This is an optimization exercise on Yosys and OpenROAD, whose aim is small area and a short achievable clock period, not a production implementation.
Only simulation tests tie the RTL to the original design; equivalence was not proved.
The flow treats the clock pin as an ideal source, which a real chip does not have.
Power figures rest on the tool's default switching activity, not on a simulated workload.

Design tdc_click_top, start of the top module:
module tdc_click_top #(
	parameter int WINDOW_CYCLES = 1000
) (
	input  logic        clk200_i,
	input  logic        gc_rst,
	input  logic        apb_psel_i,
	input  logic        apb_penable_i,
	input  logic        apb_pwrite_i,
	input  logic [7:0]  apb_paddr_i,
	input  logic [31:0] apb_pwdata_i,
	output logic [31:0] apb_prdata_o,
	output logic        apb_pready_o,
	output logic        apb_pslverr_o,
	input  logic        frame_i,
	input  logic        sdi_i,
	input  logic        pps_i,
	output logic        rec_valid_o,
	output logic [1:0]  rec_click_o,
	output logic [47:0] rec_gc_o,
	output logic [31:0] rec_tdc_o,
	output logic        count_valid_o
);
Size in the first run: ~1,800 cells after synthesis, ~260 flip-flops, roughly 170 I/O pins.
export LEC_CHECK = 0
export CAP_MARGIN = 20
export CORE_MARGIN = 2
export CORE_UTILIZATION = 40
export CTS_BUF_LIST = sky130_fd_sc_hd__clkbuf_8
export CTS_CLUSTER_DIAMETER = 60
export CTS_CLUSTER_SIZE = 16
export SETUP_SLACK_MARGIN = 5.0
export SLEW_MARGIN = 20
export TNS_END_PERCENT = 20
create_clock -name core_clock -period 10.0 [get_ports {clk200_i}]
standard.sh (not shown) runs the stock make flow with config.mk's settings and CLKGATE_MAP_FILE= SYNTH_SCRIPT=/design/flow/synth_recipe.tcl, a recipe that flattens the netlist after the stock synthesis.
==> flow/flow/run.sh <==
#!/bin/bash
# layout flow: the standard flow with the smallest buffer on the ports and an
# area recovery step (flow/downsize.tcl) after clock tree synthesis and after
# global routing
export BUFFER_PORTS_ARGS="-buffer_cell sky130_fd_sc_hd__buf_1"
export POST_CTS_TCL="$(pwd)/flow/post_cts.tcl"
export POST_GLOBAL_ROUTE_TCL="$(pwd)/flow/post_grt.tcl"
bash standard.sh > standard.log 2>&1
==> flow/flow/post_cts.tcl <==
# after clock tree synthesis and its timing repair
set ::downsize_parasitics -placement
set ::downsize_guard 0.3e-9
source [file join [file dirname [info script]] downsize.tcl]
==> flow/flow/post_grt.tcl <==
# after global routing and its timing repair: recover area again, reroute the
# nets whose cells changed and write the guides again for detailed routing
set ::downsize_parasitics -global_routing
set ::downsize_guard 0.3e-9
global_route -start_incremental
source [file join [file dirname [info script]] downsize.tcl]
global_route -end_incremental
estimate_parasitics -global_routing
write_guides $::env(RESULTS_DIR)/route.guide
Other scripts of this flow, unchanged in this note and not shown: flow/flow/downsize.tcl
Then changed:
Settings changed: CORE_UTILIZATION 40 to 55, SETUP_SLACK_MARGIN 5.0 to 4.5.
Result: Synthesized cell count stays the same; synthesized area is unchanged; power goes up by 1.3%; final area falls by 2.8%; final cell count goes down by 7.4%; combinational power drops by about 2%; core utilization increases by 16 points; via count decreases by 0.97%; routed wire length goes down by 7.3%; register-to-register slack is worse by 0.11 ns.
Then changed:
Settings changed: CORE_UTILIZATION 55 to 30.
After rerunning:
- The changed run passed the timing, design-rule and antenna checks
- setup slack got worse by 0.032 ns
- combinational power is lower slightly
- fmax fell slightly
- global-route usage fell by 12 points
- core utilization fell by 28 points
- synthesized cell count is unchanged
Then changed:
--- a/flow/flow/post_cts.tcl
+++ b/flow/flow/post_cts.tcl
@@ -3 +3 @@
-set ::downsize_guard 0.3e-9
+set ::downsize_guard 0.6e-9
--- a/flow/flow/post_grt.tcl
+++ b/flow/flow/post_grt.tcl
@@ -4 +4 @@
-set ::downsize_guard 0.3e-9
+set ::downsize_guard 0.6e-9
Settings changed: CORE_UTILIZATION 30 to 40.
Result:
- The changed run finished clean
- sequential power is about the same
- final cell count fell by about 6%
- first-iteration DRC count fell by 9.8%
- setup slack degrades by 0.012 ns

========
## main
Starting RTL as in the previous note.
clock: 10.0 ns
lec_check: 0
cap_margin: 20
core_margin: 2
core_utilization: 40
cts_buf_list: sky130_fd_sc_hd__clkbuf_8
cts_cluster_diameter: 60
cts_cluster_size: 16
setup_slack_margin: 4.7
slew_margin: 20
tns_end_percent: 20
==> flow/flow/downsize.tcl <==
# area recovery: give each logic cell the smallest drive strength of its kind
# that keeps every path within ::downsize_guard of the worst slack (and the
# worst slack itself) from getting slower, and keeps slew and load within 10%
# of their limits; flip-flops, clock tree cells and tie/tap/fill cells are
# left alone
estimate_parasitics $::downsize_parasitics
set ::ds_ts [expr {min(0.1, [sta::max_slew_check_slack_limit])}]
set ::ds_tc [expr {min(0.1, [sta::max_capacitance_check_slack_limit])}]
proc downsize_limits_ok {} {
  set s [sta::max_slew_check_slack_limit]
  set c [sta::max_capacitance_check_slack_limit]
  return [expr {$s >= $::ds_ts && $c >= $::ds_tc}]
}
set ws0 [sta::worst_slack_cmd max]
set a0 [rsz::design_area]
# paths with less slack than this count as critical while cells are swapped
set_clock_uncertainty -setup [expr {$ws0 + $::downsize_guard}] [all_clocks]
set tns [sta::total_negative_slack_cmd max]
set wsu [sta::worst_slack_cmd max]
set n 0
foreach inst [get_cells *] {
  set lc [get_property $inst ref_name]
  if {![regexp {^(sky130_fd_sc_hd__\w+?)_(\d+)$} $lc -> base sz]} continue
  if {[regexp {df|dl|clk|tap|fill|decap|conb|diode|lpflow|probe} $base]} continue
  set cands {}
  foreach s {0 1 2 4 6 8 12 16} {
    if {$s < $sz} {
      set c [get_lib_cells -quiet ${base}_$s]
      if {[llength $c]} { lappend cands $c }
    }
  }
  foreach c $cands {
    replace_cell $inst $c
    estimate_parasitics $::downsize_parasitics
    set t [sta::total_negative_slack_cmd max]
    if {$t >= $tns - 1e-13 && [sta::worst_slack_cmd max] >= $wsu - 1e-13 && [downsize_limits_ok]} {
      set tns $t
      incr n
      break
    }
    replace_cell $inst [get_lib_cells $lc]
    estimate_parasitics $::downsize_parasitics
  }
}
set_clock_uncertainty -setup 0 [all_clocks]
puts "downsize: $n cells, worst slack [sta::worst_slack_cmd max] (was $ws0), area [rsz::design_area] (was $a0)"
==> flow/flow/post_cts.tcl <==
# after clock tree synthesis and its timing repair
set ::downsize_parasitics -placement
set ::downsize_guard 0.3e-9
source [file join [file dirname [info script]] downsize.tcl]
==> flow/flow/post_grt.tcl <==
# after global routing and its timing repair: recover area again, reroute the
# nets whose cells changed and write the guides again for detailed routing
set ::downsize_parasitics -global_routing
set ::downsize_guard 0.3e-9
global_route -start_incremental
source [file join [file dirname [info script]] downsize.tcl]
global_route -end_incremental
estimate_parasitics -global_routing
write_guides $::env(RESULTS_DIR)/route.guide
Scripts as last shown in full above: flow/flow/run.sh
main finished every stage and its layout cleared the timing, design-rule and antenna checks.
Changes in the feature branch relative to main:
# main
export LEC_CHECK = 0
export CAP_MARGIN = 20
export CORE_MARGIN = 2
export CORE_UTILIZATION = 40
export CTS_BUF_LIST = sky130_fd_sc_hd__clkbuf_8
export CTS_CLUSTER_DIAMETER = 60
export CTS_CLUSTER_SIZE = 16
export SETUP_SLACK_MARGIN = 4.7
export SLEW_MARGIN = 20
export TNS_END_PERCENT = 20
create_clock -name core_clock -period 10.0 [get_ports {clk200_i}]
# the feature branch
export LEC_CHECK = 0
export CAP_MARGIN = 20
export CORE_MARGIN = 2
export CORE_UTILIZATION = 40
export CTS_BUF_LIST = sky130_fd_sc_hd__clkbuf_8
export CTS_CLUSTER_DIAMETER = 60
export CTS_CLUSTER_SIZE = 16
export SETUP_SLACK_MARGIN = 4.5
export SLEW_MARGIN = 20
create_clock -name core_clock -period 10.0 [get_ports {clk200_i}]
==> flow/flow/downsize.tcl <==
# area recovery: give each logic cell the smallest
# drive strength of its kind that keeps the worst setup slack where it is;
# flip-flops, clock tree cells and tie/tap/fill cells are left alone
estimate_parasitics $::downsize_parasitics
set ws0 [sta::worst_slack_cmd max]
set a0 [rsz::design_area]
set n 0
foreach inst [get_cells *] {
  set lc [get_property $inst ref_name]
  if {![regexp {^(sky130_fd_sc_hd__\w+?)_(\d+)$} $lc -> base sz]} continue
  if {[regexp {df|dl|clk|tap|fill|decap|conb|diode|lpflow|probe} $base]} continue
  set cands {}
  foreach s {0 1 2 4 6 8 12 16} {
    if {$s < $sz} {
      set c [get_lib_cells -quiet ${base}_$s]
      if {[llength $c]} { lappend cands $c }
    }
  }
  foreach c $cands {
    replace_cell $inst $c
    if {[sta::worst_slack_cmd max] >= $ws0 - 2e-12} {
      incr n
      break
    }
    replace_cell $inst [get_lib_cells $lc]
  }
}
puts "downsize: $n cells, worst slack [sta::worst_slack_cmd max] (was $ws0), area [rsz::design_area] (was $a0)"
==> flow/flow/post_cts.tcl <==
# after clock tree synthesis and its timing repair
set ::downsize_parasitics -placement
source [file join [file dirname [info script]] downsize.tcl]
==> flow/flow/post_grt.tcl <==
# after global routing and its timing repair: recover area again, reroute the
# nets whose cells changed and write the guides again for detailed routing
set ::downsize_parasitics -global_routing
global_route -start_incremental
source [file join [file dirname [info script]] downsize.tcl]
global_route -end_incremental
estimate_parasitics -global_routing
write_guides $::env(RESULTS_DIR)/route.guide
[summary]
- The feature branch: flow complete, layout not clean; failing: max-capacitance violations, max-slew violations
- Looking at the feature branch and main, the wire length of the first global-routing pass is a wash.
- Relative to main, final-report max-slew violation count increased by 16 in the feature branch.
- In terms of sequential cell area, main and the feature branch differ only marginally.
- More vias were needed by the feature branch than by main.
- Compared with main, in the feature branch leakage power held steady; total grt overflow held steady; power density of the placed cells grew by 5.0%.
- The final reports for the feature branch and main show clock-buffer cell count higher in the former.
- Going from main to the feature branch, combinational cell fraction of total power shrinks by 1.2 points.

-- static timing again, ports no longer ideal --
Ports are ideal in the flow. The routed layouts listed here were re-timed in OpenROAD. Step 1 (the two cells are an assumption about what drives the block):
set clk [get_ports {clk200_i}]
set_driving_cell -lib_cell sky130_fd_sc_hd__clkbuf_16 $clk
set_driving_cell -lib_cell sky130_fd_sc_hd__buf_2 [delete_from_list [all_inputs] $clk]
Step 2, shift: input delay + t, output delay - t, t = (earliest + latest rising clock arrival at the registers) / 2. This alone moves slack from input paths to output paths. a / b / c = ideal / step 1 / step 2; a / b = the first two.
run	t, ns	setup slack, ns	hold slack, ns	slew at the worst register clock pin (ns)	worst slew at a driven data input, ns
the first run of note 1	0.658	4.551 / 4.529 / 3.993	0.437 / 0.437 / 0.437	0.11 / 0.11	0.07
the second run of note 1	0.654	4.474 / 4.451 / 3.969	0.348 / 0.348 / 0.348	0.10 / 0.10	0.08
the third run of note 1	0.684	4.442 / 4.413 / 3.871	0.349 / 0.349 / 0.349	0.11 / 0.11	0.09
the fourth run of note 1	0.645	4.430 / 4.410 / 3.951	0.333 / 0.333 / 0.333	0.11 / 0.11	0.07
main	0.668	4.497 / 4.465 / 3.953	0.338 / 0.338 / 0.338	0.11 / 0.11	0.08
the feature branch	0.677	3.817 / 3.817 / 3.510	0.404 / 0.404 / 0.404	0.10 / 0.10	0.06
For the third run of note 1, which loses most, drivers alone change the setup slack by -0.029 ns; drivers and shift together by -0.571 ns.
